Background: an optimization exercise with open tools, aiming at small area, a short achievable clock period and few clock cycles per item. Do not read the settings as production practice.
Where RTL was checked, it was by simulation tests only, not by an equivalence proof against the original.

==> flow/design.v <==
module chacha20_block_seq (
  input  logic          clk,
  input  logic          rst,
  input  logic          start,
  input  logic [255:0]  key,
  input  logic [95:0]   nonce,
  input  logic [31:0]   counter,
  output logic          busy,
  output logic          out_valid,
  input  logic          out_ready,
  output logic [511:0]  keystream
);
  localparam logic [31:0] C0 = 32'h61707865;
  localparam logic [31:0] C1 = 32'h3320646e;
  localparam logic [31:0] C2 = 32'h79622d32;
  localparam logic [31:0] C3 = 32'h6b206574;
  function automatic logic [31:0] rotl(input logic [31:0] x, input int n);
    rotl = (x << n) | (x >> (32 - n));
  endfunction
  function automatic logic [31:0] add_bk(input logic [31:0] x, input logic [31:0] y);
    logic [31:0] g, p, h;
    h = x ^ y;
    g = x & y;
    p = h;
    for (int d = 1; d < 32; d = d * 2)
      for (int i = 2 * d - 1; i < 32; i = i + 2 * d) begin
        g[i] = g[i] | (p[i] & g[i-d]);
        p[i] = p[i] & p[i-d];
      end
    for (int d = 8; d >= 1; d = d / 2)
      for (int i = 3 * d - 1; i < 32; i = i + 2 * d) begin
        g[i] = g[i] | (p[i] & g[i-d]);
        p[i] = p[i] & p[i-d];
      end
    add_bk = h ^ {g[30:0], 1'b0};
  endfunction
  logic [15:0][31:0] r0, r1, r2, r3;   
  logic [11:0][31:0] o0, o1, o2, o3;   
  logic [15:0][31:0] s0_out, s1_out, s2_out, s3_out;
  logic [11:0][31:0] in_w;             
  logic load_q;    
  logic rs_q;      
  logic adv_q;     
  logic take_q;    
  logic busy_q;    
  logic load_n;    
  logic circ_n;    
  logic adv_n;     
  logic take_n;    
  always_comb begin
    for (int i = 0; i < 8; i++) in_w[i] = key[32*i +: 32];
    in_w[8] = counter;
    for (int i = 0; i < 3; i++) in_w[9+i] = nonce[32*i +: 32];
  end
  always_comb begin
    s0_out = r0;
    s1_out = r1;
    s2_out = r2;
    for (int u = 0; u < 4; u++) begin
      s0_out[u]    = r0[u] + r0[4+u];
      s0_out[12+u] = rotl(r0[12+u] ^ s0_out[u], 16);
      s1_out[8+u]  = r1[8+u] + r1[12+u];
      s1_out[4+u]  = rotl(r1[4+u] ^ s1_out[8+u], 12);
      s2_out[u]    = r2[u] + r2[4+u];
      s2_out[12+u] = rotl(r2[12+u] ^ s2_out[u], 8);
    end
  end
  always_comb begin
    logic [31:0] b, c;
    for (int u = 0; u < 4; u++) begin
      c = r3[8+u] + r3[12+u];
      b = rotl(r3[4+u] ^ c, 7);
      s3_out[0  + ((4 - u) % 4)] = r3[u];
      s3_out[4  + ((5 - u) % 4)] = b;
      s3_out[8  + ((6 - u) % 4)] = c;
      s3_out[12 + ((7 - u) % 4)] = r3[12+u];
    end
  end
  always_ff @(posedge clk) begin
    for (int i = 0; i < 12; i++)
      o0[i] <= circ_n ? o3[i] : in_w[i];
    o1 <= o0;
    o2 <= o1;
    o3 <= o2;
    r1 <= s0_out;
    r2 <= s1_out;
    r3 <= s2_out;
    r0[0] <= adv_n ? s3_out[0] : C0;
    r0[1] <= adv_n ? s3_out[1] : C1;
    r0[2] <= adv_n ? s3_out[2] : C2;
    r0[3] <= adv_n ? s3_out[3] : C3;
    for (int i = 4; i < 10; i++)
      r0[i] <= ({32{load_n}} & in_w[i-4]) | ({32{rs_q}} & o3[i-4]) |
               ({32{adv_q}} & s3_out[i]);
    for (int i = 10; i < 16; i++)
      r0[i] <= ({32{load_n}} & in_w[i-4]) | ({32{rs_q}} & o3[i-4]) |
               ({32{adv_n}} & s3_out[i]);
  end
  always_ff @(posedge clk) begin
    if (take_q) begin
      keystream[0  +: 32] <= r0[0] + C0;
      keystream[32 +: 32] <= r0[1] + C1;
      keystream[64 +: 32] <= r0[2] + C2;
      keystream[96 +: 32] <= r0[3] + C3;
      for (int i = 4; i < 8; i++)
        keystream[32*i +: 32] <= add_bk(r0[i], o0[i-4]);
    end
    if (take_n) begin
      for (int i = 8; i < 16; i++)
        keystream[32*i +: 32] <= add_bk(r0[i], o0[i-4]);
    end
  end
  logic [3:0] act, rs;
  logic [3:0][4:0] cnt;
  logic [3:0][1:0] seq;
  logic       rdy0;            
  logic [1:0] head, tail;      
  logic       acc;             
  logic       n_act0, n_rdy0, n_valid, n_take;
  logic [1:0] n_head;
  assign busy = busy_q;
  assign acc  = load_q && start;
  always_comb begin
    if (load_q) begin
      n_act0 = start;
      n_rdy0 = 1'b0;
    end else if (rs_q) begin
      n_act0 = 1'b1;
      n_rdy0 = 1'b0;
    end else begin
      n_act0 = act[3];
      n_rdy0 = act[3] && (cnt[3] == 5'd19);
    end
    n_valid = take_q || (out_valid && !out_ready);
    n_head  = head + {1'b0, take_q};
    n_take  = n_rdy0 && !n_valid && (seq[3] == n_head);
  end
  always_ff @(posedge clk or posedge rst) begin
    if (rst) begin
      load_q    <= 1'b0;
      rs_q      <= 1'b0;
      adv_q     <= 1'b0;
      take_q    <= 1'b0;
      busy_q    <= 1'b1;
      out_valid <= 1'b0;
      head      <= '0;
      tail      <= '0;
      act       <= '0;
      rs        <= '0;
      rdy0      <= 1'b0;
      cnt       <= '0;
      seq       <= '0;
    end else begin
      act[0] <= n_act0;
      rdy0   <= n_rdy0;
      if (load_q || rs_q) cnt[0] <= '0;
      else                cnt[0] <= cnt[3] + 5'd1;
      if (load_q) seq[0] <= tail;
      else        seq[0] <= seq[3];
      if (acc) tail <= tail + 2'd1;
      act[1] <= rdy0 ? !take_q : act[0];
      rs[1]  <= rdy0 && !take_q;
      cnt[1] <= cnt[0];
      seq[1] <= seq[0];
      act[3:2] <= act[2:1];
      rs[3:2]  <= rs[2:1];
      cnt[3:2] <= cnt[2:1];
      seq[3:2] <= seq[2:1];
      out_valid <= n_valid;
      head      <= n_head;
      load_q <= !act[2] && !acc;
      busy_q <= act[2] || acc;
      rs_q   <= act[2] && rs[2];
      adv_q  <= !(!act[2] && !acc) && !(act[2] && rs[2]);
      take_q <= n_take;
    end
  end
  always_ff @(posedge clk) begin
    load_n <= !act[2] && !acc;
    circ_n <= act[2] || acc;
    adv_n  <= !(!act[2] && !acc) && !(act[2] && rs[2]);
    take_n <= n_take;
  end
endmodule
clock: 13.0 ns
lec_check: 0
cap_margin: 20
core_margin: 2
core_utilization: 62
cts_cluster_diameter: 90
cts_cluster_size: 20
slew_margin: 20
standard.sh (not shown) runs the stock make flow with config.mk's settings and CLKGATE_MAP_FILE= SYNTH_SCRIPT=/design/flow/synth_recipe.tcl, a recipe that flattens the netlist after the stock synthesis.
==> flow/flow/run.sh <==
#!/bin/bash
# The standard layout (the standard.sh: standard synthesis, floorplan,
# placement, CTS, routing, finish) with one change: the buffers that the
# flow puts on every input and output port are sky130_fd_sc_hd__buf_2
# instead of the flow's default choice (a delay buffer,
# sky130_fd_sc_hd__clkdlybuf4s50_1), which is larger and slower.
# Every port still gets its own buffer.
set -euo pipefail
bash standard.sh BUFFER_PORTS_ARGS="-buffer_cell sky130_fd_sc_hd__buf_2" finish > standard_flow.log 2>&1
The first run went through all stages and came out clean.
Testbench counts at the start, summed over its fixed seeds: cycles 8,112, blocks 384.
Then changed:
--- a/flow/design.v
+++ b/flow/design.v
@@ -14,27 +14,10 @@
   localparam logic [31:0] C1 = 32'h3320646e;
   localparam logic [31:0] C2 = 32'h79622d32;
   localparam logic [31:0] C3 = 32'h6b206574;
   function automatic logic [31:0] rotl(input logic [31:0] x, input int n);
     rotl = (x << n) | (x >> (32 - n));
-  endfunction
-  function automatic logic [31:0] add_bk(input logic [31:0] x, input logic [31:0] y);
-    logic [31:0] g, p, h;
-    h = x ^ y;
-    g = x & y;
-    p = h;
-    for (int d = 1; d < 32; d = d * 2)
-      for (int i = 2 * d - 1; i < 32; i = i + 2 * d) begin
-        g[i] = g[i] | (p[i] & g[i-d]);
-        p[i] = p[i] & p[i-d];
-      end
-    for (int d = 8; d >= 1; d = d / 2)
-      for (int i = 3 * d - 1; i < 32; i = i + 2 * d) begin
-        g[i] = g[i] | (p[i] & g[i-d]);
-        p[i] = p[i] & p[i-d];
-      end
-    add_bk = h ^ {g[30:0], 1'b0};
   endfunction
   logic [15:0][31:0] r0, r1, r2, r3;   
   logic [11:0][31:0] o0, o1, o2, o3;   
   logic [15:0][31:0] s0_out, s1_out, s2_out, s3_out;
   logic [11:0][31:0] in_w;             
@@ -101,15 +84,15 @@
       keystream[0  +: 32] <= r0[0] + C0;
       keystream[32 +: 32] <= r0[1] + C1;
       keystream[64 +: 32] <= r0[2] + C2;
       keystream[96 +: 32] <= r0[3] + C3;
       for (int i = 4; i < 8; i++)
-        keystream[32*i +: 32] <= add_bk(r0[i], o0[i-4]);
+        keystream[32*i +: 32] <= r0[i] + o0[i-4];
     end
     if (take_n) begin
       for (int i = 8; i < 16; i++)
-        keystream[32*i +: 32] <= add_bk(r0[i], o0[i-4]);
+        keystream[32*i +: 32] <= r0[i] + o0[i-4];
     end
   end
   logic [3:0] act, rs;
   logic [3:0][4:0] cnt;
   logic [3:0][1:0] seq;
Final area increases by 1.9%.
Clock skew stays flat.
Count of clock-buffer cells in the layout decreases by 33.
Via count increases by 6.8%.
Area after synthesis increases by 2.0%.
Non-clock buffer count increases by 22.
Worst hold slack degrades by 0.021 ns.
Worst setup slack improves by 0.020 ns.
Final cell count increases by 4.7%.
Testbench counts after the change, summed over its fixed seeds: cycles 8,112, blocks 384.

RTL: the design.v shown in full above, as it stands there.
export LEC_CHECK = 0
export CAP_MARGIN = 20
export CORE_MARGIN = 2
export CORE_UTILIZATION = 50
export CTS_CLUSTER_DIAMETER = 90
export CTS_CLUSTER_SIZE = 20
export SLEW_MARGIN = 20
create_clock -name core_clock -period 13.0 [get_ports {clk}]
Scripts as last shown in full above: flow/flow/run.sh
The baseline completed without violations.
Testbench counts at the start, summed over its fixed seeds: cycles 8,112, blocks 384.
Rerun with:
--- a/flow/design.v
+++ b/flow/design.v
@@ -13,29 +13,12 @@
   localparam logic [31:0] C0 = 32'h61707865;
   localparam logic [31:0] C1 = 32'h3320646e;
   localparam logic [31:0] C2 = 32'h79622d32;
   localparam logic [31:0] C3 = 32'h6b206574;
   function automatic logic [31:0] rotl(input logic [31:0] x, input int n);
     rotl = (x << n) | (x >> (32 - n));
-  endfunction
-  function automatic logic [31:0] add_bk(input logic [31:0] x, input logic [31:0] y);
-    logic [31:0] g, p, h;
-    h = x ^ y;
-    g = x & y;
-    p = h;
-    for (int d = 1; d < 32; d = d * 2)
-      for (int i = 2 * d - 1; i < 32; i = i + 2 * d) begin
-        g[i] = g[i] | (p[i] & g[i-d]);
-        p[i] = p[i] & p[i-d];
-      end
-    for (int d = 8; d >= 1; d = d / 2)
-      for (int i = 3 * d - 1; i < 32; i = i + 2 * d) begin
-        g[i] = g[i] | (p[i] & g[i-d]);
-        p[i] = p[i] & p[i-d];
-      end
-    add_bk = h ^ {g[30:0], 1'b0};
   endfunction
   logic [15:0][31:0] r0, r1, r2, r3;   
   logic [11:0][31:0] o0, o1, o2, o3;   
   logic [15:0][31:0] s0_out, s1_out, s2_out, s3_out;
   logic [11:0][31:0] in_w;             
   logic load_q;    
@@ -100,17 +83,17 @@
     if (take_q) begin
       keystream[0  +: 32] <= r0[0] + C0;
       keystream[32 +: 32] <= r0[1] + C1;
       keystream[64 +: 32] <= r0[2] + C2;
       keystream[96 +: 32] <= r0[3] + C3;
       for (int i = 4; i < 8; i++)
-        keystream[32*i +: 32] <= add_bk(r0[i], o0[i-4]);
+        keystream[32*i +: 32] <= r0[i] + o0[i-4];
     end
     if (take_n) begin
       for (int i = 8; i < 16; i++)
-        keystream[32*i +: 32] <= add_bk(r0[i], o0[i-4]);
+        keystream[32*i +: 32] <= r0[i] + o0[i-4];
     end
   end
   logic [3:0] act, rs;
   logic [3:0][4:0] cnt;
   logic [3:0][1:0] seq;
   logic       rdy0;            
Area after synthesis rises slightly.
Hold slack gains 22 ps.
Design area climbs slightly.
Setup slack gets worse by 53 ps.
Via count is higher by a little under a tenth.
Synthesized cell count increases by a few percent.
First-iteration DRC count is higher by roughly a tenth.
Testbench counts after the change, summed over its fixed seeds: cycles 8,112, blocks 384.

Another version of the RTL of chacha20_block_seq (not shown whole).
For scale: ~150,000 um2 of cells after synthesis.
==> module chacha20_block_seq, before the edit <==
module chacha20_block_seq (
  input  logic          clk,
  input  logic          rst,
  input  logic          start,
  input  logic [255:0]  key,
  input  logic [95:0]   nonce,
  input  logic [31:0]   counter,
  output logic          busy,
  output logic          out_valid,
  input  logic          out_ready,
  output logic [511:0]  keystream
);
  localparam logic [31:0] C0 = 32'h61707865;
  localparam logic [31:0] C1 = 32'h3320646e;
  localparam logic [31:0] C2 = 32'h79622d32;
  localparam logic [31:0] C3 = 32'h6b206574;
  function automatic logic [31:0] rotl(input logic [31:0] x, input int n);
    rotl = (x << n) | (x >> (32 - n));
  endfunction
  logic [15:0][31:0] r0, r1, r2, r3;   
  logic [11:0][31:0] o0, o1, o2, o3;   
  logic [15:0][31:0] s0_out, s1_out, s2_out, s3_out;
  logic [11:0][31:0] in_w;             
  logic load_q;    
  logic rs_q;      
  logic adv_q;     
  logic take_q;    
  always_comb begin
    for (int i = 0; i < 8; i++) in_w[i] = key[32*i +: 32];
    in_w[8] = counter;
    for (int i = 0; i < 3; i++) in_w[9+i] = nonce[32*i +: 32];
  end
  always_comb begin
    s0_out = r0;
    s1_out = r1;
    s2_out = r2;
    for (int u = 0; u < 4; u++) begin
      s0_out[u]    = r0[u] + r0[4+u];
      s0_out[12+u] = rotl(r0[12+u] ^ s0_out[u], 16);
      s1_out[8+u]  = r1[8+u] + r1[12+u];
      s1_out[4+u]  = rotl(r1[4+u] ^ s1_out[8+u], 12);
      s2_out[u]    = r2[u] + r2[4+u];
      s2_out[12+u] = rotl(r2[12+u] ^ s2_out[u], 8);
    end
  end
  always_comb begin
    logic [31:0] b, c;
    for (int u = 0; u < 4; u++) begin
      c = r3[8+u] + r3[12+u];
      b = rotl(r3[4+u] ^ c, 7);
      s3_out[0  + ((4 - u) % 4)] = r3[u];
      s3_out[4  + ((5 - u) % 4)] = b;
      s3_out[8  + ((6 - u) % 4)] = c;
      s3_out[12 + ((7 - u) % 4)] = r3[12+u];
    end
  end
  always_ff @(posedge clk) begin
    for (int i = 0; i < 12; i++)
      o0[i] <= load_q ? in_w[i] : o3[i];
    o1 <= o0;
    o2 <= o1;
    o3 <= o2;
    r1 <= s0_out;
    r2 <= s1_out;
    r3 <= s2_out;
    r0[0] <= adv_q ? s3_out[0] : C0;
    r0[1] <= adv_q ? s3_out[1] : C1;
    r0[2] <= adv_q ? s3_out[2] : C2;
    r0[3] <= adv_q ? s3_out[3] : C3;
    for (int i = 4; i < 16; i++)
      r0[i] <= ({32{load_q}} & in_w[i-4]) | ({32{rs_q}} & o3[i-4]) |
               ({32{adv_q}} & s3_out[i]);
  end
  always_ff @(posedge clk) begin
    if (take_q) begin
      keystream[0  +: 32] <= r0[0] + C0;
      keystream[32 +: 32] <= r0[1] + C1;
      keystream[64 +: 32] <= r0[2] + C2;
      keystream[96 +: 32] <= r0[3] + C3;
      for (int i = 4; i < 16; i++)
        keystream[32*i +: 32] <= r0[i] + o0[i-4];
    end
  end
  logic [3:0] act, rs;
  logic [3:0][4:0] cnt;
  logic [3:0][1:0] seq;
  logic       rdy0;            
  logic [1:0] head, tail;      
  logic       acc;             
  logic       n_act0, n_rdy0, n_valid, n_take;
  logic [1:0] n_head;
  assign busy = !load_q;
  assign acc  = load_q && start;
  always_comb begin
    if (load_q) begin
      n_act0 = start;
      n_rdy0 = 1'b0;
    end else if (rs_q) begin
      n_act0 = 1'b1;
      n_rdy0 = 1'b0;
    end else begin
      n_act0 = act[3];
      n_rdy0 = act[3] && (cnt[3] == 5'd19);
    end
    n_valid = take_q || (out_valid && !out_ready);
    n_head  = head + {1'b0, take_q};
    n_take  = n_rdy0 && !n_valid && (seq[3] == n_head);
  end
  always_ff @(posedge clk or posedge rst) begin
    if (rst) begin
      load_q    <= 1'b0;
      rs_q      <= 1'b0;
      adv_q     <= 1'b0;
      take_q    <= 1'b0;
      out_valid <= 1'b0;
      head      <= '0;
      tail      <= '0;
      act       <= '0;
      rs        <= '0;
      rdy0      <= 1'b0;
      cnt       <= '0;
      seq       <= '0;
    end else begin
      act[0] <= n_act0;
      rdy0   <= n_rdy0;
      if (load_q || rs_q) cnt[0] <= '0;
      else                cnt[0] <= cnt[3] + 5'd1;
      if (load_q) seq[0] <= tail;
      else        seq[0] <= seq[3];
      if (acc) tail <= tail + 2'd1;
      act[1] <= rdy0 ? !take_q : act[0];
      rs[1]  <= rdy0 && !take_q;
      cnt[1] <= cnt[0];
      seq[1] <= seq[0];
      act[3:2] <= act[2:1];
      rs[3:2]  <= rs[2:1];
      cnt[3:2] <= cnt[2:1];
      seq[3:2] <= seq[2:1];
      out_valid <= n_valid;
      head      <= n_head;
      load_q <= !act[2] && !acc;
      rs_q   <= act[2] && rs[2];
      adv_q  <= !(!act[2] && !acc) && !(act[2] && rs[2]);
      take_q <= n_take;
    end
  end
endmodule
make LEC_CHECK=0 CAP_MARGIN=20 CORE_MARGIN=2 CORE_UTILIZATION=30 SLEW_MARGIN=20 finish   # period 13.0 ns
run.sh (not shown) runs the stock make flow with config.mk's settings and CLKGATE_MAP_FILE= SYNTH_SCRIPT=/design/flow/synth_recipe.tcl, a recipe that flattens the netlist after the stock synthesis.
Stock flow here: none of the scripts above is used.
Edit:
--- a/flow/design.v
+++ b/flow/design.v
@@ -22,12 +22,13 @@
   logic [15:0][31:0] s0_out, s1_out, s2_out, s3_out;
   logic [11:0][31:0] in_w;             
   logic load_q;    
   logic rs_q;      
   logic adv_q;     
   logic take_q;    
+  logic busy_q;    
   always_comb begin
     for (int i = 0; i < 8; i++) in_w[i] = key[32*i +: 32];
     in_w[8] = counter;
     for (int i = 0; i < 3; i++) in_w[9+i] = nonce[32*i +: 32];
   end
   always_comb begin
@@ -86,13 +87,13 @@
   logic [3:0][1:0] seq;
   logic       rdy0;            
   logic [1:0] head, tail;      
   logic       acc;             
   logic       n_act0, n_rdy0, n_valid, n_take;
   logic [1:0] n_head;
-  assign busy = !load_q;
+  assign busy = busy_q;
   assign acc  = load_q && start;
   always_comb begin
     if (load_q) begin
       n_act0 = start;
       n_rdy0 = 1'b0;
     end else if (rs_q) begin
@@ -109,12 +110,13 @@
   always_ff @(posedge clk or posedge rst) begin
     if (rst) begin
       load_q    <= 1'b0;
       rs_q      <= 1'b0;
       adv_q     <= 1'b0;
       take_q    <= 1'b0;
+      busy_q    <= 1'b1;
       out_valid <= 1'b0;
       head      <= '0;
       tail      <= '0;
       act       <= '0;
       rs        <= '0;
       rdy0      <= 1'b0;
@@ -136,12 +138,13 @@
       rs[3:2]  <= rs[2:1];
       cnt[3:2] <= cnt[2:1];
       seq[3:2] <= seq[2:1];
       out_valid <= n_valid;
       head      <= n_head;
       load_q <= !act[2] && !acc;
+      busy_q <= act[2] || acc;
       rs_q   <= act[2] && rs[2];
       adv_q  <= !(!act[2] && !acc) && !(act[2] && rs[2]);
       take_q <= n_take;
     end
   end
 endmodule
Result:
- The changed run finished with timing, DRC and antenna clean
- final cell count rises by 0.72%
- clock-buffer cell count decreases by 5
- clock skew goes up by 48 ps
- setup slack is better by 1200 ps
- routed wire length goes up by about 0.4%
- register-to-register slack is better by 120 ps
- core utilization is about the same
- global-route usage climbs by 0.14 points
Testbench counts after the change, summed over its fixed seeds: cycles 8,112, blocks 384.
Only the layout flow was run in the first run of this note; the RTL was not checked for function there.

==> static timing again, ports no longer ideal <==
The flow's constraints put no driver on any port. The routed layouts listed below were extracted and timed again, unchanged, in two steps.
Step 1 (the two cells are an assumption about what drives the block):
set clk [get_ports {clk}]
set_driving_cell -lib_cell sky130_fd_sc_hd__clkbuf_16 $clk
set_driving_cell -lib_cell sky130_fd_sc_hd__buf_2 [delete_from_list [all_inputs] $clk]
Step 2 times the ports against the registers' clock, not the clock port: input delays grow and output delays shrink by t, the midpoint of the rising clock arrivals with the driver on.
Slacks: ideal ports / drivers / drivers and shift; pairs: ideal ports / drivers.
run	shift t [ns]	setup slack, ns	pins driven straight from the clock port
the first run of note 1	1.014	8.574 / 8.529 / 8.574	1
the second run of note 1	1.020	8.594 / 8.487 / 8.719	1
the first run of note 2	1.051	8.554 / 8.437 / 8.560	1
the second run of note 2	1.058	8.501 / 8.454 / 8.501	1
the first run of note 3	1.119	6.810 / 6.700 / 7.819	1
the second run of note 3	1.106	8.006 / 7.887 / 8.709	1
After both steps every run listed still meets setup and hold.
